Background: an optimization exercise with open tools, aiming at a short achievable clock period and few clock cycles per item. Do not read the settings as production practice.
Only simulation tests tie the RTL to the original design; equivalence was not proved.
Power figures rest on the tool's default switching activity, not on a simulated workload.

## design/flow/config.mk

```make
export PLATFORM = sky130hd
export DESIGN_NAME = rv_pipeline
export DESIGN_NICKNAME = rv_pipeline
export VERILOG_FILES = /design/flow/design.v
export SDC_FILE = /design/flow/constraint.sdc
export NUM_CORES = 4
export LEC_CHECK = 0
export ABC_CLOCK_PERIOD_IN_PS = 3500
export CAP_MARGIN = 20
export CORE_MARGIN = 2
export CORE_UTILIZATION = 35
export GPL_TIMING_DRIVEN = 1
export PLACE_DENSITY = 0.5
export SETUP_SLACK_MARGIN = 3.5
export SLEW_MARGIN = 20
```

## design/flow/constraint.sdc

```tcl
create_clock -name core_clock -period 7.5 [get_ports {clk}]
set_input_delay 1.5000 -clock core_clock [delete_from_list [all_inputs] [get_ports {clk}]]
set_output_delay 1.5000 -clock core_clock [all_outputs]
set_load 0.01 [all_outputs]
```

## design/flow/design.v

```verilog
package rv_pkg;
    typedef enum logic [6:0] {
        op_lui    = 7'b0110111,
        op_imm    = 7'b0010011,
        op_reg    = 7'b0110011,
        op_load   = 7'b0000011,
        op_store  = 7'b0100011,
        op_branch = 7'b1100011
    } opcode_e;
    typedef enum logic [3:0] {
        alu_add  = 4'b0000,
        alu_sll  = 4'b0001,
        alu_slt  = 4'b0010,
        alu_sltu = 4'b0011,
        alu_xor  = 4'b0100,
        alu_srl  = 4'b0101,
        alu_or   = 4'b0110,
        alu_and  = 4'b0111,
        alu_sub  = 4'b1000,
        alu_sra  = 4'b1101
    } alu_op_e;
    typedef enum logic [2:0] {
        br_eq  = 3'b000,
        br_ne  = 3'b001,
        br_lt  = 3'b100,
        br_ge  = 3'b101,
        br_ltu = 3'b110,
        br_geu = 3'b111
    } br_op_e;
    typedef enum logic [1:0] {
        wb_alu  = 2'd0,
        wb_load = 2'd1,
        wb_imm  = 2'd2
    } wb_sel_e;
    typedef struct packed {
        alu_op_e alu_op;
        logic    use_imm;
        logic    branch;
        br_op_e  br_op;
        logic    mem_read;
        logic    mem_write;
        wb_sel_e wb_sel;
        logic    reg_write;
        logic    uses_rs1;
        logic    uses_rs2;
    } ctrl_t;
endpackage
`timescale 1ns/1ps
module rv_decode (
    input  logic [32-1:0]  i_instr,
    output rv_pkg::ctrl_t        o_ctrl,
    output logic [5-1:0] o_rs1,
    output logic [5-1:0] o_rs2,
    output logic [5-1:0] o_rd,
    output logic [32-1:0]  o_imm
);
    rv_pkg::opcode_e     opcode;
    logic [2:0]          funct3;
    logic                f7_alt;
    logic [32-1:0] imm_i;
    logic [32-1:0] imm_s;
    logic [32-1:0] imm_b;
    logic [32-1:0] imm_u;
    assign opcode = rv_pkg::opcode_e'(i_instr[6:0]);
    assign funct3 = i_instr[14:12];
    assign f7_alt = i_instr[30];
    assign o_rs1 = i_instr[19:15];
    assign o_rs2 = i_instr[24:20];
    assign o_rd  = i_instr[11:7];
    assign imm_i = {{20{i_instr[31]}}, i_instr[31:20]};
    assign imm_s = {{20{i_instr[31]}}, i_instr[31:25], i_instr[11:7]};
    assign imm_b = {{19{i_instr[31]}}, i_instr[31], i_instr[7], i_instr[30:25],
                    i_instr[11:8], 1'b0};
    assign imm_u = {i_instr[31:12], 12'b0};
    always_comb begin
        o_ctrl = '0;
        o_imm  = imm_i;
        case (opcode)
            rv_pkg::op_lui: begin
                o_ctrl.wb_sel    = rv_pkg::wb_imm;
                o_ctrl.reg_write = 1'b1;
                o_imm            = imm_u;
            end
            rv_pkg::op_imm: begin
                o_ctrl.alu_op    = rv_pkg::alu_op_e'({(funct3 == 3'b101) && f7_alt, funct3});
                o_ctrl.use_imm   = 1'b1;
                o_ctrl.reg_write = 1'b1;
                o_ctrl.uses_rs1  = 1'b1;
            end
            rv_pkg::op_reg: begin
                o_ctrl.alu_op    = rv_pkg::alu_op_e'({(funct3 == 3'b000 || funct3 == 3'b101)
                                                      && f7_alt, funct3});
                o_ctrl.reg_write = 1'b1;
                o_ctrl.uses_rs1  = 1'b1;
                o_ctrl.uses_rs2  = 1'b1;
            end
            rv_pkg::op_load: begin
                if (funct3 == 3'b010) begin
                    o_ctrl.use_imm   = 1'b1;
                    o_ctrl.mem_read  = 1'b1;
                    o_ctrl.wb_sel    = rv_pkg::wb_load;
                    o_ctrl.reg_write = 1'b1;
                    o_ctrl.uses_rs1  = 1'b1;
                end
            end
            rv_pkg::op_store: begin
                if (funct3 == 3'b010) begin
                    o_ctrl.use_imm   = 1'b1;
                    o_ctrl.mem_write = 1'b1;
                    o_ctrl.uses_rs1  = 1'b1;
                    o_ctrl.uses_rs2  = 1'b1;
                end
                o_imm = imm_s;
            end
            rv_pkg::op_branch: begin
                if (funct3[2:1] != 2'b01) begin
                    o_ctrl.branch   = 1'b1;
                    o_ctrl.br_op    = rv_pkg::br_op_e'(funct3);
                    o_ctrl.uses_rs1 = 1'b1;
                    o_ctrl.uses_rs2 = 1'b1;
                end
                o_imm = imm_b;
            end
            default: ;
        endcase
    end
endmodule
`timescale 1ns/1ps
module rv_regfile (
    input  logic                 clk,
    input  logic                 i_arst_n,
    input  logic                 i_we,
    input  logic [5-1:0] i_waddr,
    input  logic [32-1:0]  i_wdata,
    input  logic [5-1:0] i_raddr_a,
    input  logic [5-1:0] i_raddr_b,
    output logic [32-1:0]  o_rdata_a,
    output logic [32-1:0]  o_rdata_b
);
    logic [32-1:0] regs [32];
    always_ff @(posedge clk or negedge i_arst_n) begin
        if (!i_arst_n) begin
            for (int i = 0; i < 32; i++) begin
                regs[i] <= '0;
            end
        end else if (i_we && i_waddr != '0) begin
            regs[i_waddr] <= i_wdata;
        end
    end
    assign o_rdata_a = (i_raddr_a == '0) ? '0 :
                       (i_we && i_raddr_a == i_waddr) ? i_wdata : regs[i_raddr_a];
    assign o_rdata_b = (i_raddr_b == '0) ? '0 :
                       (i_we && i_raddr_b == i_waddr) ? i_wdata : regs[i_raddr_b];
endmodule
`timescale 1ns/1ps
module rv_add32 (
    input  logic [31:0] i_a,
    input  logic [31:0] i_b,
    input  logic        i_cin,
    output logic [31:0] o_sum
);
    logic [5:0][31:0] g;
    logic [5:0][31:0] p;
    logic [31:0] x;
    assign x = i_a ^ i_b;
    assign g[0] = {i_a[31:1] & i_b[31:1], (i_a[0] & i_b[0]) | (x[0] & i_cin)};
    assign p[0] = x;
    for (genvar l = 0; l < 5; l++) begin : g_lvl
        for (genvar i = 0; i < 32; i++) begin : g_bit
            if (i >= (1 << l)) begin : g_comb
                assign g[l+1][i] = g[l][i] | (p[l][i] & g[l][i - (1 << l)]);
                assign p[l+1][i] = p[l][i] & p[l][i - (1 << l)];
            end else begin : g_pass
                assign g[l+1][i] = g[l][i];
                assign p[l+1][i] = p[l][i];
            end
        end
    end
    assign o_sum = x ^ {g[5][30:0], i_cin};
endmodule
module rv_cmp32 (
    input  logic [31:0] i_a,
    input  logic [31:0] i_b,
    output logic        o_eq,
    output logic        o_lt
);
    logic [5:0][31:0] lt;
    logic [5:0][31:0] eq;
    assign lt[0] = ~i_a & i_b;
    assign eq[0] = ~(i_a ^ i_b);
    for (genvar l = 0; l < 5; l++) begin : g_lvl
        for (genvar i = 0; i < 32; i++) begin : g_grp
            if (i % (2 << l) == 0) begin : g_comb
                assign lt[l+1][i] = lt[l][i + (1 << l)] |
                                    (eq[l][i + (1 << l)] & lt[l][i]);
                assign eq[l+1][i] = eq[l][i + (1 << l)] & eq[l][i];
            end else begin : g_none
                assign lt[l+1][i] = 1'b0;
                assign eq[l+1][i] = 1'b0;
            end
        end
    end
    assign o_eq = eq[5][0];
    assign o_lt = lt[5][0];
endmodule
`timescale 1ns/1ps
module rv_hazard (
    input  logic                 clk,
    input  logic                 i_arst_n,
    input  logic [5-1:0] i_ex_rs1,
    input  logic [5-1:0] i_ex_rs2,
    input  rv_pkg::ctrl_t        i_ex_ctrl,
    input  logic                 i_taken,
    input  logic                 i_imem_resp,
    input  logic                 i_dmem_req,
    input  logic                 i_dmem_resp,
    input  logic [5-1:0] i_fwd_mem_rd,
    input  logic                 i_fwd_mem_is_load,
    output logic                 o_load_pc,
    output logic                 o_load_id,
    output logic                 o_load_ex,
    output logic                 o_load_mem,
    output logic                 o_load_wb,
    output logic                 o_flush_id,
    output logic                 o_flush_ex,
    output logic                 o_bubble_mem
);
    logic mem_wait;
    logic raw_load;
    logic load_use;
    logic bubbled_q;
    assign mem_wait = !i_imem_resp || (i_dmem_req && !i_dmem_resp);
    assign raw_load = i_fwd_mem_is_load && i_fwd_mem_rd != '0 &&
                      ((i_ex_ctrl.uses_rs1 && i_ex_rs1 == i_fwd_mem_rd) ||
                       (i_ex_ctrl.uses_rs2 && i_ex_rs2 == i_fwd_mem_rd));
    assign load_use = raw_load && !bubbled_q;
    always_ff @(posedge clk or negedge i_arst_n) begin
        if (!i_arst_n) begin
            bubbled_q <= 1'b0;
        end else if (!mem_wait) begin
            bubbled_q <= load_use;
        end
    end
    assign o_load_mem   = !mem_wait;
    assign o_load_wb    = !mem_wait;
    assign o_load_pc    = !mem_wait && !load_use;
    assign o_load_id    = o_load_pc;
    assign o_load_ex    = o_load_pc;
    assign o_bubble_mem = load_use;
    assign o_flush_id = i_taken && o_load_pc;
    assign o_flush_ex = o_flush_id;
endmodule
`timescale 1ns/1ps
module rv_pipeline (
    input  logic                clk,
    input  logic                i_arst_n,
    input  logic [32-1:0] i_imem_data,
    input  logic                i_imem_resp,
    input  logic [32-1:0] i_dmem_rdata,
    input  logic                i_dmem_resp,
    output logic [32-1:0] o_imem_addr,
    output logic                o_imem_rd,
    output logic [32-1:0] o_dmem_addr,
    output logic [32-1:0] o_dmem_wdata,
    output logic                o_dmem_rd,
    output logic                o_dmem_wr
);
    localparam int QD   = 4;      
    localparam int QW   = 2;
    localparam int MD   = 4;      
    localparam int MW   = 2;
    localparam int NB   = 32;     
    localparam int BW   = 5;
    localparam int TAGW = 10;     
    logic        redirect;
    logic [31:0] pc_next;
    logic        red_q, red_tk_q;             
    logic [31:0] red_tgt_q, red_pc4_q;
    logic        redf_n, redf_tk_n;           
    logic [31:0] redf_tgt_n, redf_pc4_n;
    logic        stall;
    logic        mq_st   [MD];
    logic [4:0]  mq_rd   [MD];
    logic [MD-1:0] mq_v;
    logic        id_bt, hd_fix;
    logic [31:0] d_imm, d_tgt;
    logic [31:0]     pc_q;            
    logic [31:0]     pcf_n;           
    logic [31:0]     pcf_q;
    assign pcf_q = ~pcf_n;
    logic [31:2]     btb_tgt [NB];
    logic [TAGW-1:0] btb_tag [NB];
    logic [1:0]      btb_ctr [NB];    
    logic            btb_pt  [NB];    
    logic            btb_bwd [NB];    
    logic            btb_cf  [NB];    
    logic [4:0]      btb_lc  [NB];    
    logic [4:0]      btb_tr  [NB];    
    logic [BW-1:0]   f_idx;
    logic            f_hit, f_known, f_tag;
    logic [31:0]     f_next;
    assign f_idx  = pcf_q[BW+1:2];
    assign f_tag   = (btb_tag[f_idx] == pcf_q[BW+2 +: TAGW]);
    assign f_hit   = btb_pt[f_idx] && f_tag && redf_n;
    assign f_known = (btb_ctr[f_idx] != 2'd0) && f_tag && redf_n;
    logic [31:0] fa;
    assign fa = !redf_n ? (!redf_tk_n ? ~redf_tgt_n : ~redf_pc4_n) : pcf_q;
    logic [31:0] f_seq;
    rv_add32 u_fseq (.i_a(fa), .i_b(32'd4), .i_cin(1'b0), .o_sum(f_seq));
    assign f_next = f_hit ? {btb_tgt[f_idx], 2'b00} : f_seq;
    logic [31:0] fq_instr [QD];
    logic [31:0] fq_pc    [QD];
    logic        fq_pred  [QD];
    logic        fq_known [QD];
    logic [31:2] fq_ptgt  [QD];
    logic [QW:0] fq_cnt;
    logic        fq_push, fq_pop;
    assign fq_push = i_imem_resp && (fq_cnt != (QW+1)'(QD));
    assign o_imem_addr = red_q ? (red_tk_q ? red_tgt_q : red_pc4_q) : pc_q;
    assign o_imem_rd   = 1'b1;
    logic [31:0] pc_norm;
    assign pc_norm = id_bt ? d_tgt : fq_push ? f_next : fa;
    always_ff @(posedge clk or negedge i_arst_n) begin
        if (!i_arst_n) begin
            pc_q   <= 32'h0000_0000;
            pcf_n  <= ~32'h0000_0000;
        end else begin
            pc_q   <= pc_next;
            pcf_n  <= ~pc_next;
        end
    end
    always_ff @(posedge clk or negedge i_arst_n) begin
        if (!i_arst_n) begin
            hd_fix <= 1'b0;
            fq_cnt <= '0;
        end else if (redirect) begin
            hd_fix <= 1'b0;
            fq_cnt <= '0;
        end else if (id_bt) begin
            hd_fix <= !fq_pop;
            fq_cnt <= fq_pop ? '0 : (QW+1)'(1);
        end else begin
            if (fq_pop) begin
                hd_fix <= 1'b0;
            end
            fq_cnt <= fq_cnt + (QW+1)'(fq_push) - (QW+1)'(fq_pop);
        end
    end
    logic [QW:0] fq_slot;
    assign fq_slot = fq_pop ? fq_cnt - 1'b1 : fq_cnt;
    always_ff @(posedge clk) begin
        for (int k = 0; k < QD; k++) begin
            if (fq_push && fq_slot == (QW+1)'(k)) begin
                fq_instr[k] <= i_imem_data;
                fq_pc[k]    <= fa;
                fq_pred[k]  <= f_hit;
                fq_known[k] <= f_known;
                fq_ptgt[k]  <= btb_tgt[f_idx];
            end else if (fq_pop && k < QD - 1) begin
                fq_instr[k] <= fq_instr[(k + 1) % QD];
                fq_pc[k]    <= fq_pc[(k + 1) % QD];
                fq_pred[k]  <= fq_pred[(k + 1) % QD];
                fq_known[k] <= fq_known[(k + 1) % QD];
                fq_ptgt[k]  <= fq_ptgt[(k + 1) % QD];
            end
        end
    end
    logic        id_valid;
    logic [31:0] id_instr, id_pc;
    logic        id_pred, id_known;
    logic [31:2] id_ptgt;
    assign id_valid = (fq_cnt != '0);
    assign id_instr = fq_instr[0];
    assign id_pc    = fq_pc[0];
    assign id_pred  = fq_pred[0];
    assign id_known = fq_known[0];
    assign id_ptgt  = fq_ptgt[0];
    logic [6:0]  opc;
    logic [2:0]  f3;
    logic [4:0]  rs1, rs2, rd;
    logic        d_lui, d_opi, d_op, d_ld, d_st, d_br;
    logic        d_wr, d_wr_alu, d_use1, d_use2, d_useimm;
    logic        d_sub, d_sra;
    assign opc = id_instr[6:0];
    assign f3  = id_instr[14:12];
    assign rs1 = id_instr[19:15];
    assign rs2 = id_instr[24:20];
    assign rd  = id_instr[11:7];
    assign d_lui = (opc == 7'b0110111);
    assign d_opi = (opc == 7'b0010011);
    assign d_op  = (opc == 7'b0110011);
    assign d_ld  = (opc == 7'b0000011) && (f3 == 3'b010);
    assign d_st  = (opc == 7'b0100011) && (f3 == 3'b010);
    assign d_br  = (opc == 7'b1100011) && (f3[2:1] != 2'b01);
    assign d_wr     = (d_lui || d_opi || d_op || d_ld) && (rd != 5'd0);
    assign d_wr_alu = (d_lui || d_opi || d_op) && (rd != 5'd0);
    assign d_use1   = d_opi || d_op || d_ld || d_st || d_br;
    assign d_use2   = d_op || d_st || d_br;
    assign d_useimm = !(d_op || d_br);
    assign d_sub    = d_op && id_instr[30] && (f3 == 3'b000);
    assign d_sra    = id_instr[30];
    always_comb begin
        if (d_lui)     d_imm = {id_instr[31:12], 12'b0};
        else if (d_st) d_imm = {{20{id_instr[31]}}, id_instr[31:25], id_instr[11:7]};
        else           d_imm = {{20{id_instr[31]}}, id_instr[31:20]};
    end
    logic [31:0] d_immb, d_pc4;
    assign d_immb = {{19{id_instr[31]}}, id_instr[31], id_instr[7],
                     id_instr[30:25], id_instr[11:8], 1'b0};
    rv_add32 u_dtgt (.i_a(id_pc), .i_b(d_immb), .i_cin(1'b0), .o_sum(d_tgt));
    rv_add32 u_dpc4 (.i_a(id_pc), .i_b(32'd4),  .i_cin(1'b0), .o_sum(d_pc4));
    assign id_bt = id_valid && d_br && id_instr[31] && !id_pred && !id_known && !hd_fix;
    logic a_add, a_sll, a_slt, a_sltu, a_xor, a_srl, a_or, a_and;
    assign a_add  = d_lui || d_ld || d_st || ((d_opi || d_op) && f3 == 3'b000);
    assign a_sll  = (d_opi || d_op) && f3 == 3'b001;
    assign a_slt  = (d_opi || d_op) && f3 == 3'b010;
    assign a_sltu = (d_opi || d_op) && f3 == 3'b011;
    assign a_xor  = (d_opi || d_op) && f3 == 3'b100;
    assign a_srl  = (d_opi || d_op) && f3 == 3'b101;
    assign a_or   = (d_opi || d_op) && f3 == 3'b110;
    assign a_and  = (d_opi || d_op) && f3 == 3'b111;
    logic [31:0] regs [1:31];
    logic        wb_we;
    logic [4:0]  wb_rd;
    logic [31:0] wb_val;
    logic [31:0] wq_add, wq_sub, wq_shl, wq_shr, wq_log;
    logic        wt_add, wt_sub, wt_shl, wt_shr, wt_log;
    logic        lr_we;
    logic [4:0]  lr_rd;
    logic [31:0] lr_val;
    always_ff @(posedge clk or negedge i_arst_n) begin
        if (!i_arst_n) begin
            for (int i = 1; i < 32; i++) regs[i] <= '0;
        end else begin
            for (int i = 1; i < 32; i++) begin
                if (wb_we && wb_rd == 5'(i))      regs[i] <= wb_val;
                else if (lr_we && lr_rd == 5'(i)) regs[i] <= lr_val;
            end
        end
    end
    logic [31:0] rf_a, rf_b;
    always_comb begin
        rf_a = (rs1 == 5'd0) ? 32'd0 : regs[rs1];
        rf_b = (rs2 == 5'd0) ? 32'd0 : regs[rs2];
        if (lr_we && lr_rd == rs1) rf_a = lr_val;
        if (lr_we && lr_rd == rs2) rf_b = lr_val;
        if (wb_we && wb_rd == rs1) rf_a = wb_val;
        if (wb_we && wb_rd == rs2) rf_b = wb_val;
        if (d_lui) rf_a = 32'd0;
    end
    logic        mq_acc, mq_hd_ld;
    logic [4:0]  mq_hd_rd;
    logic        ld_ret;           
    assign ld_ret = mq_acc && mq_hd_ld;
    logic       ex_valid, ex_wr, ex_ld, ex_st;
    logic [4:0] ex_rd;
    logic       ex_ldw;
    assign ex_ldw = ex_valid && ex_ld && ex_rd != 5'd0;
    logic p1, p2, pw, r1_now, r2_now;
    logic [MD-1:0] q1, q2, qw;
    always_comb begin
        for (int k = 0; k < MD; k++) begin
            q1[k] = mq_v[k] && !mq_st[k] && mq_rd[k] == rs1;
            q2[k] = mq_v[k] && !mq_st[k] && mq_rd[k] == rs2;
            qw[k] = mq_v[k] && !mq_st[k] && mq_rd[k] == rd;
        end
    end
    assign p1     = d_use1 && rs1 != 5'd0 && ((|q1) || (ex_ldw && ex_rd == rs1));
    assign p2     = d_use2 && rs2 != 5'd0 && ((|q2) || (ex_ldw && ex_rd == rs2));
    assign pw     = d_wr && ((|qw) || (ex_ldw && ex_rd == rd));
    assign r1_now = ld_ret && mq_hd_rd == rs1;
    assign r2_now = ld_ret && mq_hd_rd == rs2;
    logic a_from_ex, b_from_ex;
    assign a_from_ex = d_use1 && ex_valid && ex_wr && ex_rd == rs1;
    assign b_from_ex = d_use2 && ex_valid && ex_wr && ex_rd == rs2;
    logic ld_stall, id_adv, m1, m2, ls0, ls1, acc_in;
    assign acc_in   = i_dmem_resp && i_imem_resp;
    assign m1       = mq_hd_ld && mq_hd_rd == rs1;
    assign m2       = mq_hd_ld && mq_hd_rd == rs2;
    assign ls0      = pw || (p1 && !m1) || (p2 && !m2);
    assign ls1      = p1 || p2;
    assign ld_stall = ls0 || (ls1 && !acc_in);
    assign fq_pop   = (id_valid && !stall && !ls0) && (!ls1 || acc_in);
    assign id_adv   = fq_pop && !redirect;
    logic [31:0] ex_a, ex_b, ex_bi, ex_tgt, ex_pc4;
    logic [4:0]  ex_sa_u, ex_sb_u, ex_si_u;
    logic        ex_sa_lr, ex_sa_rf;
    logic        ex_sb_lr, ex_sb_rf;
    logic        ex_si_lr, ex_si_rf;
    logic [4:0]  ex_sa_un, ex_sb_un, ex_si_un;
    logic        ex_sa_lrn, ex_sa_rfn;
    logic        ex_sb_lrn, ex_sb_rfn;
    logic        ex_si_lrn, ex_si_rfn;
    logic        ex_sub, ex_sra, ex_br;
    logic        ex_add, ex_sll, ex_slt, ex_sltu, ex_xor, ex_srl, ex_or, ex_and;
    logic        ex_beq, ex_bne, ex_blt, ex_bge, ex_bltu, ex_bgeu;
    logic        ex_pred, ex_fixed, ex_bwd;
    logic [31:2] ex_ptgt;
    logic [BW-1:0]   ex_idx;
    logic [TAGW-1:0] ex_tag;
    logic [31:0] op_a, op_b, op_i;
    always_ff @(posedge clk or negedge i_arst_n) begin
        if (!i_arst_n) begin
            ex_valid <= 1'b0;
            ex_fixed <= 1'b0;
        end else if (!stall) begin
            ex_valid <= id_adv;
            ex_fixed <= 1'b0;
        end else if (redirect) begin
            ex_fixed <= 1'b1;
        end
    end
    logic a_wb, a_lr, b_wb, b_lr;
    logic [4:0] ex_unit;
    assign ex_unit = {!ex_add && !ex_sll && !ex_srl, ex_srl, ex_sll, ex_add && ex_sub,
                      ex_add && !ex_sub};
    assign a_wb = a_from_ex;
    assign a_lr = p1;
    assign b_wb = b_from_ex;
    assign b_lr = p2;
    always_ff @(posedge clk) begin
        if (!stall) begin
            ex_wr     <= d_wr_alu;
            ex_ld     <= d_ld;
            ex_st     <= d_st;
            ex_br     <= d_br;
            ex_rd     <= rd;
            ex_a      <= rf_a;
            ex_b      <= rf_b;
            ex_bi     <= d_useimm ? d_imm : rf_b;
            ex_sa_u   <= {5{a_wb && !a_lr}} & ex_unit;
            ex_sa_lr  <= a_lr;
            ex_sa_rf  <= !a_wb && !a_lr;
            ex_sb_u   <= {5{b_wb && !b_lr}} & ex_unit;
            ex_sb_lr  <= b_lr;
            ex_sb_rf  <= !b_wb && !b_lr;
            ex_si_u   <= {5{!d_useimm && b_wb && !b_lr}} & ex_unit;
            ex_si_lr  <= !d_useimm && b_lr;
            ex_si_rf  <= d_useimm || (!b_wb && !b_lr);
            ex_sa_un  <= ~({5{a_wb && !a_lr}} & ex_unit);
            ex_sa_lrn <= !a_lr;
            ex_sa_rfn <= !(!a_wb && !a_lr);
            ex_sb_un  <= ~({5{b_wb && !b_lr}} & ex_unit);
            ex_sb_lrn <= !b_lr;
            ex_sb_rfn <= !(!b_wb && !b_lr);
            ex_si_un  <= ~({5{!d_useimm && b_wb && !b_lr}} & ex_unit);
            ex_si_lrn <= !(!d_useimm && b_lr);
            ex_si_rfn <= !(d_useimm || (!b_wb && !b_lr));
            ex_sub    <= d_sub;
            ex_sra    <= d_sra;
            ex_add    <= a_add;
            ex_sll    <= a_sll;
            ex_slt    <= a_slt;
            ex_sltu   <= a_sltu;
            ex_xor    <= a_xor;
            ex_srl    <= a_srl;
            ex_or     <= a_or;
            ex_and    <= a_and;
            ex_beq    <= d_br && f3 == 3'b000;
            ex_bne    <= d_br && f3 == 3'b001;
            ex_blt    <= d_br && f3 == 3'b100;
            ex_bge    <= d_br && f3 == 3'b101;
            ex_bltu   <= d_br && f3 == 3'b110;
            ex_bgeu   <= d_br && f3 == 3'b111;
            ex_tgt    <= d_tgt;
            ex_pc4    <= d_pc4;
            ex_pred   <= id_pred || id_bt || hd_fix;
            ex_bwd    <= id_instr[31];
            ex_ptgt   <= (id_bt || hd_fix) ? d_tgt[31:2] : id_ptgt;
            ex_idx    <= id_pc[BW+1:2];
            ex_tag    <= id_pc[BW+2 +: TAGW];
        end else begin
            ex_a     <= op_a;
            ex_b     <= op_b;
            ex_bi    <= op_i;
            ex_sa_u  <= '0;
            ex_sa_lr <= 1'b0;
            ex_sa_rf <= 1'b1;
            ex_sb_u  <= '0;
            ex_sb_lr <= 1'b0;
            ex_sb_rf <= 1'b1;
            ex_si_u  <= '0;
            ex_si_lr <= 1'b0;
            ex_si_rf <= 1'b1;
            ex_sa_un  <= '1;
            ex_sa_lrn <= 1'b1;
            ex_sa_rfn <= 1'b0;
            ex_sb_un  <= '1;
            ex_sb_lrn <= 1'b1;
            ex_sb_rfn <= 1'b0;
            ex_si_un  <= '1;
            ex_si_lrn <= 1'b1;
            ex_si_rfn <= 1'b0;
        end
    end
    assign op_a[15:0] = ({16{ex_sa_u[0]}} & wq_add[15:0]) | ({16{ex_sa_u[1]}} & wq_sub[15:0])
                     | ({16{ex_sa_u[2]}} & wq_shl[15:0]) | ({16{ex_sa_u[3]}} & wq_shr[15:0])
                     | ({16{ex_sa_u[4]}} & wq_log[15:0]) | ({16{ex_sa_lr}} & lr_val[15:0])
                     | ({16{ex_sa_rf}} & ex_a[15:0]);
    assign op_a[31:16] = ({16{~ex_sa_un[0]}} & wq_add[31:16]) | ({16{~ex_sa_un[1]}} & wq_sub[31:16])
                     | ({16{~ex_sa_un[2]}} & wq_shl[31:16]) | ({16{~ex_sa_un[3]}} & wq_shr[31:16])
                     | ({16{~ex_sa_un[4]}} & wq_log[31:16]) | ({16{~ex_sa_lrn}} & lr_val[31:16])
                     | ({16{~ex_sa_rfn}} & ex_a[31:16]);
    assign op_b[15:0] = ({16{ex_sb_u[0]}} & wq_add[15:0]) | ({16{ex_sb_u[1]}} & wq_sub[15:0])
                     | ({16{ex_sb_u[2]}} & wq_shl[15:0]) | ({16{ex_sb_u[3]}} & wq_shr[15:0])
                     | ({16{ex_sb_u[4]}} & wq_log[15:0]) | ({16{ex_sb_lr}} & lr_val[15:0])
                     | ({16{ex_sb_rf}} & ex_b[15:0]);
    assign op_b[31:16] = ({16{~ex_sb_un[0]}} & wq_add[31:16]) | ({16{~ex_sb_un[1]}} & wq_sub[31:16])
                     | ({16{~ex_sb_un[2]}} & wq_shl[31:16]) | ({16{~ex_sb_un[3]}} & wq_shr[31:16])
                     | ({16{~ex_sb_un[4]}} & wq_log[31:16]) | ({16{~ex_sb_lrn}} & lr_val[31:16])
                     | ({16{~ex_sb_rfn}} & ex_b[31:16]);
    assign op_i[15:0] = ({16{ex_si_u[0]}} & wq_add[15:0]) | ({16{ex_si_u[1]}} & wq_sub[15:0])
                     | ({16{ex_si_u[2]}} & wq_shl[15:0]) | ({16{ex_si_u[3]}} & wq_shr[15:0])
                     | ({16{ex_si_u[4]}} & wq_log[15:0]) | ({16{ex_si_lr}} & lr_val[15:0])
                     | ({16{ex_si_rf}} & ex_bi[15:0]);
    assign op_i[31:16] = ({16{~ex_si_un[0]}} & wq_add[31:16]) | ({16{~ex_si_un[1]}} & wq_sub[31:16])
                     | ({16{~ex_si_un[2]}} & wq_shl[31:16]) | ({16{~ex_si_un[3]}} & wq_shr[31:16])
                     | ({16{~ex_si_un[4]}} & wq_log[31:16]) | ({16{~ex_si_lrn}} & lr_val[31:16])
                     | ({16{~ex_si_rfn}} & ex_bi[31:16]);
    logic [31:0] sum_add, sum_sub, shl, shr;
    logic        lt, ltu;
    logic        eq_i_unused, eq_is_unused;
    rv_add32 u_add (.i_a(op_a), .i_b(op_i),  .i_cin(1'b0), .o_sum(sum_add));
    rv_add32 u_sub (.i_a(op_a), .i_b(~op_i), .i_cin(1'b1), .o_sum(sum_sub));
    rv_cmp32 u_ltu (.i_a(op_a), .i_b(op_i), .o_eq(eq_i_unused), .o_lt(ltu));
    rv_cmp32 u_lt  (.i_a({~op_a[31], op_a[30:0]}), .i_b({~op_i[31], op_i[30:0]}),
                    .o_eq(eq_is_unused), .o_lt(lt));
    assign shl = op_a << op_i[4:0];
    assign shr = $signed({ex_sra && op_a[31], op_a}) >>> op_i[4:0];
    logic [31:0] logic_res;
    always_comb begin
        logic_res = ({32{ex_xor}} & (op_a ^ op_i))
                  | ({32{ex_or}}  & (op_a | op_i))
                  | ({32{ex_and}} & (op_a & op_i));
        logic_res[0] = logic_res[0] | (ex_slt & lt) | (ex_sltu & ltu);
    end
    logic        b_eq, b_eqs_unused, b_lt, b_ltu, taken, mispred, tgt_ok;
    rv_cmp32 u_bltu (.i_a(op_a), .i_b(op_b), .o_eq(b_eq), .o_lt(b_ltu));
    rv_cmp32 u_blt  (.i_a({~op_a[31], op_a[30:0]}), .i_b({~op_b[31], op_b[30:0]}),
                     .o_eq(b_eqs_unused), .o_lt(b_lt));
    assign taken = (ex_beq & b_eq) | (ex_bne & !b_eq) | (ex_blt & b_lt) | (ex_bge & !b_lt)
                 | (ex_bltu & b_ltu) | (ex_bgeu & !b_ltu);
    logic        ex_live, red_t, red_n;
    assign ex_live  = ex_valid && !ex_fixed;
    assign tgt_ok   = ex_pred && (ex_ptgt == ex_tgt[31:2]);
    assign red_t    = ex_live && !tgt_ok;
    assign red_n    = ex_live && ex_pred;
    assign redirect = taken ? red_t : red_n;
    assign pc_next  = pc_norm;
    always_ff @(posedge clk or negedge i_arst_n) begin
        if (!i_arst_n) begin
            red_q  <= 1'b0;
            redf_n <= 1'b1;
        end else begin
            red_q  <= redirect;
            redf_n <= !redirect;
        end
    end
    always_ff @(posedge clk) begin
        red_tk_q   <= taken;
        red_tgt_q  <= ex_tgt;
        red_pc4_q  <= ex_pc4;
        redf_tk_n  <= !taken;
        redf_tgt_n <= ~ex_tgt;
        redf_pc4_n <= ~ex_pc4;
    end
    logic            bu_v, bu_taken, bu_bwd;
    logic [BW-1:0]   bu_idx;
    logic [TAGW-1:0] bu_tag;
    logic [31:2]     bu_tgt;
    logic            bu_hit;
    always_ff @(posedge clk or negedge i_arst_n) begin
        if (!i_arst_n) begin
            bu_v <= 1'b0;
        end else begin
            bu_v <= ex_valid && ex_br && !stall;
        end
    end
    logic [1:0] bu_ctr;
    logic [4:0] bu_lc, bu_tr;
    logic       bu_cf;
    always_ff @(posedge clk) begin
        bu_taken <= taken;
        bu_bwd   <= ex_bwd;
        bu_idx   <= ex_idx;
        bu_tag   <= ex_tag;
        bu_tgt   <= ex_tgt[31:2];
        bu_hit   <= (btb_ctr[ex_idx] != 2'd0) && (btb_tag[ex_idx] == ex_tag);
        bu_ctr   <= btb_ctr[ex_idx];
        bu_lc    <= btb_lc[ex_idx];
        bu_tr    <= btb_tr[ex_idx];
        bu_cf    <= btb_cf[ex_idx];
    end
    logic [1:0] u_ctr;
    logic [4:0] u_lc, u_tr;
    logic       u_cf, u_wr;
    always_comb begin
        u_ctr = bu_ctr;
        u_lc  = bu_lc;
        u_tr  = bu_tr;
        u_cf  = bu_cf;
        u_wr  = 1'b0;
        if (bu_hit) begin
            u_wr = 1'b1;
            if (bu_taken) begin
                u_ctr = (u_ctr == 2'd3) ? 2'd3 : u_ctr + 2'd1;
                u_lc  = (u_lc == 5'd31) ? 5'd31 : u_lc + 5'd1;
            end else begin
                u_ctr = (u_ctr == 2'd1) ? 2'd1 : u_ctr - 2'd1;
                u_cf  = (u_tr == u_lc) && (u_lc != 5'd31);
                u_tr  = u_lc;
                u_lc  = 5'd0;
            end
        end else if (bu_taken || bu_bwd) begin
            u_wr  = 1'b1;
            u_ctr = bu_taken ? 2'd2 : 2'd1;
            u_lc  = bu_taken ? 5'd1 : 5'd0;
            u_tr  = 5'd0;
            u_cf  = 1'b0;
        end
    end
    always_ff @(posedge clk or negedge i_arst_n) begin
        if (!i_arst_n) begin
            for (int i = 0; i < NB; i++) begin
                btb_ctr[i] <= 2'd0;
                btb_pt[i]  <= 1'b0;
                btb_cf[i]  <= 1'b0;
            end
        end else if (bu_v && u_wr) begin
            btb_ctr[bu_idx] <= u_ctr;
            btb_cf[bu_idx]  <= u_cf;
            btb_pt[bu_idx]  <= (bu_bwd && u_cf) ? (u_lc != u_tr) : u_ctr[1];
        end
    end
    always_ff @(posedge clk) begin
        if (bu_v && u_wr) begin
            btb_tag[bu_idx] <= bu_tag;
            btb_tgt[bu_idx] <= bu_tgt;
            btb_bwd[bu_idx] <= bu_bwd;
            btb_lc[bu_idx]  <= u_lc;
            btb_tr[bu_idx]  <= u_tr;
        end
    end
    always_ff @(posedge clk or negedge i_arst_n) begin
        if (!i_arst_n) begin
            wb_we <= 1'b0;
        end else begin
            wb_we <= ex_valid && ex_wr && !stall;
        end
    end
    always_ff @(posedge clk) begin
        wb_rd  <= ex_rd;
        wq_add <= sum_add;
        wq_sub <= sum_sub;
        wq_shl <= shl;
        wq_shr <= shr;
        wq_log <= logic_res;
        wt_add <= ex_add && !ex_sub;
        wt_sub <= ex_add && ex_sub;
        wt_shl <= ex_sll;
        wt_shr <= ex_srl;
        wt_log <= !ex_add && !ex_sll && !ex_srl;
    end
    assign wb_val = ({32{wt_add}} & wq_add) | ({32{wt_sub}} & wq_sub) | ({32{wt_shl}} & wq_shl)
                  | ({32{wt_shr}} & wq_shr) | ({32{wt_log}} & wq_log);
    logic [31:2] mq_addr [MD];
    logic [31:0] mq_data [MD];
    logic [MW:0] mq_cnt;
    logic        mq_push, mq_rq_rd, mq_rq_wr;
    assign stall   = ex_valid && (ex_ld || ex_st) && (mq_cnt == (MW+1)'(MD));
    assign mq_push = ex_valid && (ex_ld || ex_st) && !stall;
    assign mq_acc  = (mq_rq_rd || mq_rq_wr) && i_dmem_resp && i_imem_resp;
    assign mq_hd_ld = mq_rq_rd;
    assign mq_hd_rd = mq_rd[0];
    logic [MW:0] mq_slot;
    assign mq_slot = mq_acc ? mq_cnt - 1'b1 : mq_cnt;
    logic [MW:0] mq_cnt_n;
    assign mq_cnt_n = mq_cnt - (MW+1)'(mq_acc) + (MW+1)'(mq_push);
    logic        hd_st_n;
    always_comb begin
        if (mq_push && mq_slot == '0) hd_st_n = ex_st;
        else if (mq_acc)              hd_st_n = mq_st[1];
        else                          hd_st_n = mq_st[0];
    end
    always_ff @(posedge clk or negedge i_arst_n) begin
        if (!i_arst_n) begin
            mq_cnt   <= '0;
            mq_v     <= '0;
            mq_rq_rd <= 1'b0;
            mq_rq_wr <= 1'b0;
        end else begin
            mq_cnt   <= mq_cnt_n;
            for (int k = 0; k < MD; k++) mq_v[k] <= (mq_cnt_n > (MW+1)'(k));
            mq_rq_rd <= (mq_cnt_n != '0) && !hd_st_n;
            mq_rq_wr <= (mq_cnt_n != '0) &&  hd_st_n;
        end
    end
    always_ff @(posedge clk) begin
        for (int k = 0; k < MD; k++) begin
            if (mq_push && mq_slot == (MW+1)'(k)) begin
                mq_addr[k] <= sum_add[31:2];
                mq_data[k] <= op_b;
                mq_st[k]   <= ex_st;
                mq_rd[k]   <= ex_rd;
            end else if (mq_acc && k < MD - 1) begin
                mq_addr[k] <= mq_addr[(k + 1) % MD];
                mq_data[k] <= mq_data[(k + 1) % MD];
                mq_st[k]   <= mq_st[(k + 1) % MD];
                mq_rd[k]   <= mq_rd[(k + 1) % MD];
            end
        end
    end
    assign o_dmem_addr  = {mq_addr[0], 2'b00};
    assign o_dmem_wdata = mq_data[0];
    assign o_dmem_rd    = mq_rq_rd;
    assign o_dmem_wr    = mq_rq_wr;
    always_ff @(posedge clk or negedge i_arst_n) begin
        if (!i_arst_n) begin
            lr_we <= 1'b0;
        end else begin
            lr_we <= ld_ret && mq_hd_rd != 5'd0;
        end
    end
    always_ff @(posedge clk) begin
        if (ld_ret) begin
            lr_rd  <= mq_hd_rd;
            lr_val <= i_dmem_rdata;
        end
    end
endmodule
```

## design/flow/run.sh

```bash
#!/bin/bash
# synth_recipe.tcl (not shown) runs the flow's synth.tcl, then flattens the netlist and writes it again
# the make line also repeats each setting of config.mk as NAME=value (left out here)
make -C /OpenROAD-flow-scripts/flow DESIGN_CONFIG=/design/flow/config.mk WORK_HOME=/design/flow/orfs CLKGATE_MAP_FILE= SYNTH_SCRIPT=/design/flow/synth_recipe.tcl finish
```

==> results of run 1 <==
routing by layer:
layer | vias to the layer above | wire, µm | GRT usage
met5 | - | 325 | 0.003858
met1 | 75610 | 336300 | 0.3888
met2 | 10280 | 376800 | 0.4472
met3 | 2905 | 97620 | 0.08810
li1 | 60530 | - | -
met4 | 38 | 65560 | 0.1757
critical path, cell delays in order (launching register included):
cell and delay [ns]:
edfxtp_1 0.32, buf_4 0.47, nand3b_1 0.45, nor2_4 0.23, buf_12 0.27, a22oi_1 0.25, and4_1 0.22, nand4_1 0.08
nor3_1 1.03, o21ai_0 0.33, o2111ai_1 0.26, o21ai_0 0.13
Yosys cell counts (all sizes together) (87+ instances only):
| library cell | count | area share |
|---|---|---|
| nand4 | 174 | 0.0057 |
| xnor2 | 165 | 0.0075 |
| o21ai | 818 | 0.021 |
| nor2 | 1258 | 0.024 |
| mux2 | 487 | 0.028 |
| buf | 267 | 0.0065 |
| ha | 205 | 0.013 |
| o22ai | 98 | 0.0032 |
| inv | 374 | 0.0073 |
| edfxtp | 2427 | 0.38 |
| a21oi | 1211 | 0.031 |
| nand2 | 1412 | 0.028 |
| nor3 | 130 | 0.0034 |
| a221oi | 87 | 0.0039 |
| a222oi | 161 | 0.0084 |
| dfrtp | 1171 | 0.15 |
| dfxtp | 471 | 0.049 |
| mux4 | 560 | 0.065 |
| mux2i | 1060 | 0.055 |
| nand3 | 200 | 0.0052 |
| clkbuf | 1064 | 0.021 |
| xor2 | 103 | 0.0047 |
| a22oi | 955 | 0.037 |
power by group:
group | total, µW | internal [µW] | switching (µW)
Combinational | 34500 | 13000 | 21500
Clock | 22200 | 12500 | 9770
Sequential | 35400 | 30600 | 4770
Total | 92100 | 56000 | 36100
cells in the final DEF (no fill, tap or decap), types with 396 or more instances in the layout:
cell type	count
clkbuf_16	450
dfrtp_1	1170
dfxtp_1	402
nand2_1	1352
mux2_2	396
edfxtp_1	2427
a22oi_1	953
a21oi_1	1145
o21ai_0	768
nor2_1	1115
mux2i_1	1040
buf_4	779
mux4_2	560
timing repair:
action,4_1_cts,5_1_grt
cloned,43,17
setup endpoints to repair,1815,1069
setup buffers,315,177
resized for setup,764,411
pin swaps,165,180
sequential cells by signal, summed over array words and instances (netlist names), 64 cells and up, named ones only:
register,cells
btb_ctr,64
btb_lc,160
btb_tag,320
btb_tgt,960
btb_tr,160
fq_instr,128
fq_pc,128
fq_ptgt,120
mq_addr,120
mq_data,128
regs,992
area by class of cell:
cell class | instances | area (µm²) | area share
sequential | 4102 | 112700 | 0.4910
multi-input combinational | 10020 | 78690 | 0.3429
timing repair buffer | 1234 | 12980 | 0.05654
clock buffer | 586 | 11980 | 0.05217
tap | 7261 | 9085 | 0.03958
clock inverter | 215 | 2356 | 0.01026
inverter | 380 | 1587 | 0.006912
antenna | 46 | 115.1 | 0.0005015
timing repair inverter | 6 | 37.54 | 0.0001635
cells by family after synthesis:
kind of cell	Yosys count	synth area share
muxes	2107	0.1488
other	2	0.00003893
adders and majority gates	210	0.01381
and+or+nand+nor	3601	0.08144
xor gates and xnor gates	268	0.01217
AOI/OAI and AO/OA	3822	0.1261
buffers and inverters	1711	0.03458
DFF	4102	0.5831
worst min path at each step:
stage,from,endpoint
after global placement,ex_pc4[3],red_pc4_q[3]
after CTS,ex_pc4[8],red_pc4_q[8]
after global routing,ex_pc4[3],red_pc4_q[3]
final,ex_pc4[15],red_pc4_q[15]
after floorplan,ex_bwd,bu_bwd
after detailed placement,ex_pc4[8],red_pc4_q[8]
metrics by stage:
stage / setup WS, ns / utilization
floorplan: 2.471 / -
global placement: 1.800 / 0.3725
detailed placement: 1.801 / 0.3730
CTS: 3.313 / 0.4111
global route: 3.279 / 0.4180
finish: 3.225 / 0.4181
==> impl_metrics.env, run 1 <==
export IMPL_status="finished clean"
export IMPL_finalHoldViolCount=0
export IMPL_initial_core_util=0.3514
export IMPL_path_clk_slew_ns=0.07
export IMPL_place_congestion=0.9796
export IMPL_slew_violations=0
export IMPL_placed_area_mm2=0.2048
export IMPL_wl_per_cell_um=36.76
export IMPL_grt_max_degree=157
export IMPL_r2r_cells=11
export IMPL_die_area_mm2=0.5571
export IMPL_synth_edf_count=2427
export IMPL_cts_hold_buffers=0
export IMPL_power_density_mw_per_mm2=401.3
export IMPL_fillers=50890
export IMPL_final_setup_tns_ns=0
export IMPL_area_growth_pct=18.98
export IMPL_finalNonFillerCells=23850
export IMPL_drc=0
export IMPL_postRouteAntennaNets=0
export IMPL_hold_slack_ns=0.3660
export IMPL_grt_pass1_vias=139100
export IMPL_design_area_mm2=0.2295
export IMPL_synth_cells=15820
export IMPL_cts_tree="built"
export IMPL_drive_above_1_share=0.2191
export IMPL_core_area_mm2=0.5489
export IMPL_vias=149400
export IMPL_synth_seq_cells=4102
export IMPL_finalPower_uw=92120
export IMPL_cts_root_buffer="clkbuf_16"
export IMPL_fmax_mhz=233.9
export IMPL_startpoint="fq_instr[0][16]"
export IMPL_ioPinCount=167
export IMPL_grt_pass1_wl_mm=1180
export IMPL_peakVddDrop_mv=0.3029
export IMPL_critPathArrivalTime_ns=5.18
export IMPL_cts_sinks=4102
export IMPL_r2r_slack_ns=3.22
export IMPL_post_route_period_util=0.5701
export IMPL_grt_util_all_layers=0.3004
export IMPL_die_y_um=746.4
export IMPL_final_setup_viol_count=0
export IMPL_antenna_found_initial=60
export IMPL_synth_cell_types=98
export IMPL_dp_hpwl_mm=515.0
export IMPL_critPathMaxFanout=26
export IMPL_drv_cap=0
export IMPL_clk_path_buf_depth=4
export IMPL_regToRegStartpoint="fq_instr[0][16]"
export IMPL_syn_area_mm2=0.1929
export IMPL_fin_skew_ns=0.07520
export IMPL_cp_endpoint="ex_a[20]"
export IMPL_syn_area_per_cell_um2=12.19
export IMPL_hp_class="flop to flop"
export IMPL_synthFlopType="edfxtp_1"
export IMPL_tightest_slew_ns=1.350
export IMPL_yosysWarnings=46
export IMPL_dr_pass1_iters=13
export IMPL_placedCellCount=22440
export IMPL_end_kind="flop"
export IMPL_nets=16450
export IMPL_synth_seq_area_share=0.5831
export IMPL_critPathLaunchType="flop"
export IMPL_die_width_um=746.4
export IMPL_critPathKind="flop to flop"
export IMPL_clock_latency_ns=1.09
export IMPL_numCtsBuffers=428
export IMPL_rows=272
export IMPL_grt_overflow=0
export IMPL_hold_depth=0
export IMPL_rsz0062_at_grt="yes"
export IMPL_vias_per_cell=6.263
export IMPL_htreeDepth=5
export IMPL_power_leakage_uw=0.08888
export IMPL_wl_mm=876.6
export IMPL_io_buffers=163
export IMPL_fin_crit_ns=4.275
export IMPL_cp_required_ns=8.40
export IMPL_postSynth_asyncResetShare=0.2935
export IMPL_maxSlewHeadroom=0.09318
export IMPL_drt_iter0_drc=24170
export IMPL_timing_rr_end="ex_a[20]"
Testbench counts, summed over its fixed seeds: cycles 40,998, instrs 35,698.
==> run 2, diff against run 1 <==
--- a/design/flow/design.v
+++ b/design/flow/design.v
@@ -274,10 +274,11 @@
     localparam int TAGW = 10;     
     logic        redirect;
     logic [31:0] pc_next;
-    logic        red_q, red_tk_q;             
+    logic        os_pc, os_t, os_n;           
     logic [31:0] red_tgt_q, red_pc4_q;
-    logic        redf_n, redf_tk_n;           
+    logic        fsn_pc, fsn_t, fsn_n;        
     logic [31:0] redf_tgt_n, redf_pc4_n;
+    logic [31:0] redf_tgt4_n, redf_pc8_n;     
     logic        stall;
     logic        mq_st   [MD];
     logic [4:0]  mq_rd   [MD];
@@ -301,12 +302,15 @@
     logic [31:0]     f_next;
     assign f_idx  = pcf_q[BW+1:2];
     assign f_tag   = (btb_tag[f_idx] == pcf_q[BW+2 +: TAGW]);
-    assign f_hit   = btb_pt[f_idx] && f_tag && redf_n;
-    assign f_known = (btb_ctr[f_idx] != 2'd0) && f_tag && redf_n;
+    assign f_hit   = btb_pt[f_idx] && f_tag && !fsn_pc;
+    assign f_known = (btb_ctr[f_idx] != 2'd0) && f_tag && !fsn_pc;
     logic [31:0] fa;
-    assign fa = !redf_n ? (!redf_tk_n ? ~redf_tgt_n : ~redf_pc4_n) : pcf_q;
-    logic [31:0] f_seq;
-    rv_add32 u_fseq (.i_a(fa), .i_b(32'd4), .i_cin(1'b0), .o_sum(f_seq));
+    assign fa = ({32{!fsn_pc}} & pcf_q) | ({32{!fsn_t}} & ~redf_tgt_n)
+              | ({32{!fsn_n}} & ~redf_pc4_n);
+    logic [31:0] f_seq, f_inc;
+    rv_add32 u_fseq (.i_a(pcf_q), .i_b(32'd4), .i_cin(1'b0), .o_sum(f_inc));
+    assign f_seq = ({32{!fsn_pc}} & f_inc) | ({32{!fsn_t}} & ~redf_tgt4_n)
+                 | ({32{!fsn_n}} & ~redf_pc8_n);
     assign f_next = f_hit ? {btb_tgt[f_idx], 2'b00} : f_seq;
     logic [31:0] fq_instr [QD];
     logic [31:0] fq_pc    [QD];
@@ -316,7 +320,8 @@
     logic [QW:0] fq_cnt;
     logic        fq_push, fq_pop;
     assign fq_push = i_imem_resp && (fq_cnt != (QW+1)'(QD));
-    assign o_imem_addr = red_q ? (red_tk_q ? red_tgt_q : red_pc4_q) : pc_q;
+    assign o_imem_addr = ({32{os_pc}} & pc_q) | ({32{os_t}} & red_tgt_q)
+                       | ({32{os_n}} & red_pc4_q);
     assign o_imem_rd   = 1'b1;
     logic [31:0] pc_norm;
     assign pc_norm = id_bt ? d_tgt : fq_push ? f_next : fa;
@@ -646,23 +651,34 @@
     assign red_t    = ex_live && !tgt_ok;
     assign red_n    = ex_live && ex_pred;
     assign redirect = taken ? red_t : red_n;
+    logic [31:0] ex_tgt4, ex_pc8;
+    rv_add32 u_tgt4 (.i_a(ex_tgt), .i_b(32'd4), .i_cin(1'b0), .o_sum(ex_tgt4));
+    rv_add32 u_pc8  (.i_a(ex_pc4), .i_b(32'd4), .i_cin(1'b0), .o_sum(ex_pc8));
     assign pc_next  = pc_norm;
     always_ff @(posedge clk or negedge i_arst_n) begin
         if (!i_arst_n) begin
-            red_q  <= 1'b0;
-            redf_n <= 1'b1;
+            os_pc  <= 1'b1;
+            os_t   <= 1'b0;
+            os_n   <= 1'b0;
+            fsn_pc <= 1'b0;
+            fsn_t  <= 1'b1;
+            fsn_n  <= 1'b1;
         end else begin
-            red_q  <= redirect;
-            redf_n <= !redirect;
+            os_pc  <= !redirect;
+            os_t   <= redirect && taken;
+            os_n   <= redirect && !taken;
+            fsn_pc <= redirect;
+            fsn_t  <= !(redirect && taken);
+            fsn_n  <= !(redirect && !taken);
         end
     end
     always_ff @(posedge clk) begin
-        red_tk_q   <= taken;
-        red_tgt_q  <= ex_tgt;
-        red_pc4_q  <= ex_pc4;
-        redf_tk_n  <= !taken;
-        redf_tgt_n <= ~ex_tgt;
-        redf_pc4_n <= ~ex_pc4;
+        red_tgt_q   <= ex_tgt;
+        red_pc4_q   <= ex_pc4;
+        redf_tgt_n  <= ~ex_tgt;
+        redf_pc4_n  <= ~ex_pc4;
+        redf_tgt4_n <= ~ex_tgt4;
+        redf_pc8_n  <= ~ex_pc8;
     end
     logic            bu_v, bu_taken, bu_bwd;
     logic [BW-1:0]   bu_idx;
==> impl_metrics.env, run 2 <==
export IMPL_peakVddDrop_mv=0.2732
export IMPL_placed_area_mm2=0.2069
export IMPL_largest_reg_flops=992
export IMPL_critPathLaunchType="flop"
export IMPL_synth_simple_area_share=0.07999
export IMPL_htreeDepth=5
export IMPL_finalPower_uw=96030
export IMPL_final_cell_mix="edfxtp_1 (2427), a21oi_1 (1287), nor2_1 (1258), nand2_1 (1198), dfrtp_1 (1170)"
export IMPL_tightest_slew_ns=1.289
export IMPL_numCtsBuffers=437
export IMPL_yosysTopAreaCellShare=0.3739
export IMPL_hp_class="flop to flop"
export IMPL_synth_top_family_by_area="compound AO/OA/AOI/OAI gates"
export IMPL_slew_violations=0
export IMPL_r2r_slack_ns=3.16
export IMPL_placedCellCount=22970
export IMPL_initial_core_util=0.3508
export IMPL_power_leakage_uw=0.08802
export IMPL_dp_hpwl_mm=531.7
export IMPL_cts_sinks=4163
export IMPL_post_route_period_util=0.5789
export IMPL_syn_area_mm2=0.1949
export IMPL_grt_pass1_vias=143200
export IMPL_power_density_mw_per_mm2=416.2
export IMPL_final_setup_viol_count=0
export IMPL_syn_area_per_cell_um2=12.05
export IMPL_end_kind="flop"
export IMPL_drv_cap=0
export IMPL_critPathKind="flop to flop"
export IMPL_fin_skew_ns=0.07006
export IMPL_grt_util_all_layers=0.3072
export IMPL_synth_cells=16180
export IMPL_synth_edf_count=2427
export IMPL_final_setup_tns_ns=0
export IMPL_maxSlewHeadroom=0.1340
export IMPL_finalNonFillerCells=24370
export IMPL_cts_hold_buffers=0
export IMPL_synth_compound_area_frac=0.1367
export IMPL_wl_mm=900.6
export IMPL_fmax_mhz=230.3
export IMPL_synth_cell_types=96
export IMPL_antenna_found_initial=74
export IMPL_setup_ws_ns=3.158
export IMPL_status="finished clean"
export IMPL_grt_overflow=0
export IMPL_min_delay_start="ex_pc4[20]"
export IMPL_register_area_mm2=0.1139
export IMPL_critPathMaxFanout=6
export IMPL_critPathArrivalTime_ns=5.27
export IMPL_yosysWarnings=46
export IMPL_area_growth_pct=18.36
export IMPL_multiInputGateArea_mm2=0.07836
export IMPL_drc=0
export IMPL_design_area_mm2=0.2307
export IMPL_path_clk_slew_ns=0.06
export IMPL_drive_above_1_share=0.2104
export IMPL_clk_path_buf_depth=4
export IMPL_synthMuxAreaShare=0.1336
export IMPL_top_register="regs"
export IMPL_ys_top_cells_by_count="edfxtp_1 (2427), nor2_1 (1385), a21oi_1 (1324)"
export IMPL_final_common_cell="edfxtp_1"
export IMPL_vias=153600
export IMPL_cp_required_ns=8.43
export IMPL_fillers=51830
export IMPL_vias_per_cell=6.302
export IMPL_cts_tree="built"
export IMPL_rsz0062_at_grt="yes"
export IMPL_synth_top_area_cell="edfxtp_1"
export IMPL_clock_latency_ns=1.10
export IMPL_pre_cts_ws_ns=1.490
export IMPL_top_regs="regs (992), btb_tgt (960), btb_tag (320)"
export IMPL_drt_iter0_drc=26590
export IMPL_finalHoldViolCount=0
export IMPL_rows=274
export IMPL_nets=16780
export IMPL_ioPinCount=167
export IMPL_regToRegStartpoint="pcf_n[2]"
export IMPL_die_y_um=750.3
export IMPL_synth_seq_cells=4163
export IMPL_startpoint="pcf_n[2]"
export IMPL_die_area_mm2=0.5629
export IMPL_postSynth_asyncResetShare=0.2902
export IMPL_postRouteAntennaNets=0
export IMPL_synth_area_leaders="edfxtp_1 (37%), dfrtp_1 (15%), mux4_2 (6.4%)"
export IMPL_dr_pass1_iters=14
export IMPL_fin_crit_ns=4.342
export IMPL_yosysMostFrequentCell="edfxtp_1"
export IMPL_synthFlopType="edfxtp_1"
export IMPL_synthXorXnorAreaFrac=0.01555
export IMPL_die_width_um=750.3
export IMPL_grt_max_degree=158
export IMPL_synth_adder_area_share=0.01412
export IMPL_core_area_mm2=0.5557
export IMPL_cts_root_buffer="clkbuf_16"
export IMPL_io_buffers=163
export IMPL_grt_pass1_wl_mm=1212
export IMPL_synth_seq_area_share=0.5834
export IMPL_place_congestion=1.005
export IMPL_wl_per_cell_um=36.95
## run 2: timing repair
item	4_1_cts	5_1_grt
setup buffers	305	159
setup endpoints to repair	1272	887
cloned	55	16
pin swaps	169	183
gates resized for setup	700	353
## run 2: final timing paths
| kind | depth (start not counted) | to |
|---|---|---|
| hold reg to reg | 0 | red_pc4_q[20] |
| hold / removal | 0 | red_pc4_q[20] |
| min in group asynchronous | 1 | regs[14][9] |
| max in group asynchronous | 3 | btb_pt[12] |
| setup reg to reg | 14 | pc_q[18] |
| setup / recovery | 14 | pc_q[18] |
## run 2: cells by family (layout without fill, tap and decap cells)
logic type | after synthesis | after routing
xor+xnor | 346 | 346
compound gates | 4215 | 4215
mux | 1823 | 1823
flops | 4163 | 4163
other cells | 2 | 49
simple gates | 3583 | 3600
fa+ha+maj | 217 | 217
buf+inv | 1830 | 2509
## run 2: worst max-delay path, stage by stage, from the launching register on
cell       delay [ns]
dfstp_4          0.63
buf_12           0.15
bufbuf_16        0.31
mux4_2           0.54
a211oi_4         0.34
o21ai_2          0.11
a221oi_2         0.39
nand4_1          0.17
buf_6            0.18
buf_6            0.12
or4b_4           0.60
buf_12           0.18
o211ai_2         0.06
o21ai_2          0.09
a221oi_4         0.31
## run 2: metrics by stage
| stage | util | hold WS, ns |
|---|---|---|
| floorplan | - | 0.3233 |
| global placement | 0.3719 | 0.3653 |
| detailed placement | 0.3722 | 0.3605 |
| CTS | 0.4096 | 0.3699 |
| global route | 0.4150 | 0.3948 |
| finish | 0.4152 | 0.3732 |
## run 2: power by group
group | internal [µW] | switching, µW | leakage, µW
Combinational | 13600 | 23100 | 0.0377
Sequential | 31300 | 5280 | 0.0431
Clock | 12800 | 9840 | 0.00715
## run 2: cell type report
| class | instances | area share |
|---|---|---|
| diodes | 46 | 0.0004989 |
| clock buffers | 610 | 0.05330 |
| clock inverters | 212 | 0.01014 |
| inverters | 460 | 0.008221 |
| multi-input cells | 10200 | 0.3396 |
| flip-flops and latches | 4163 | 0.4937 |
| well taps | 7452 | 0.04041 |
| repair buffers | 1216 | 0.05387 |
| repair inverters | 11 | 0.0002386 |
## run 2: per-layer routing
metal  up-vias  global-route usage  part of all wire
met2     11130              0.4517              0.43
met4        40              0.1767             0.075
met1     77630              0.3985              0.38
li1      61680                   -                 -
met5         -            0.004078           0.00050
met3      3115             0.09730              0.12
Testbench counts of run 2, summed over its fixed seeds: cycles 40,998, instrs 35,698.

-- separate check: timing with driven ports --
The flow's constraints put no driver on any port. The routed layouts listed below were extracted and timed again, unchanged, in two steps. Step 1, drivers: a clkbuf_16 drives clk and a buf_2 each remaining input, both assumed. Step 2, shift: input delay + t, output delay - t, t = (earliest + latest rising clock arrival at the registers) / 2. This alone moves slack from input paths to output paths. a / b / c = ideal ports / drivers / drivers and shift; a / b = the first two.
| run | shift t [ns] | slack for setup (ns) | pins driven straight from the clock port |
|---|---|---|---|
| run 1 | 1.174 | 3.225 / 3.207 / 2.528 | 1 |
| run 2 | 1.195 | 3.158 / 3.040 / 2.354 | 1 |
After both steps setup and hold are still met in every run listed. For run 2, which loses most, drivers alone change the setup slack by -0.118 ns; drivers and shift together by -0.804 ns.
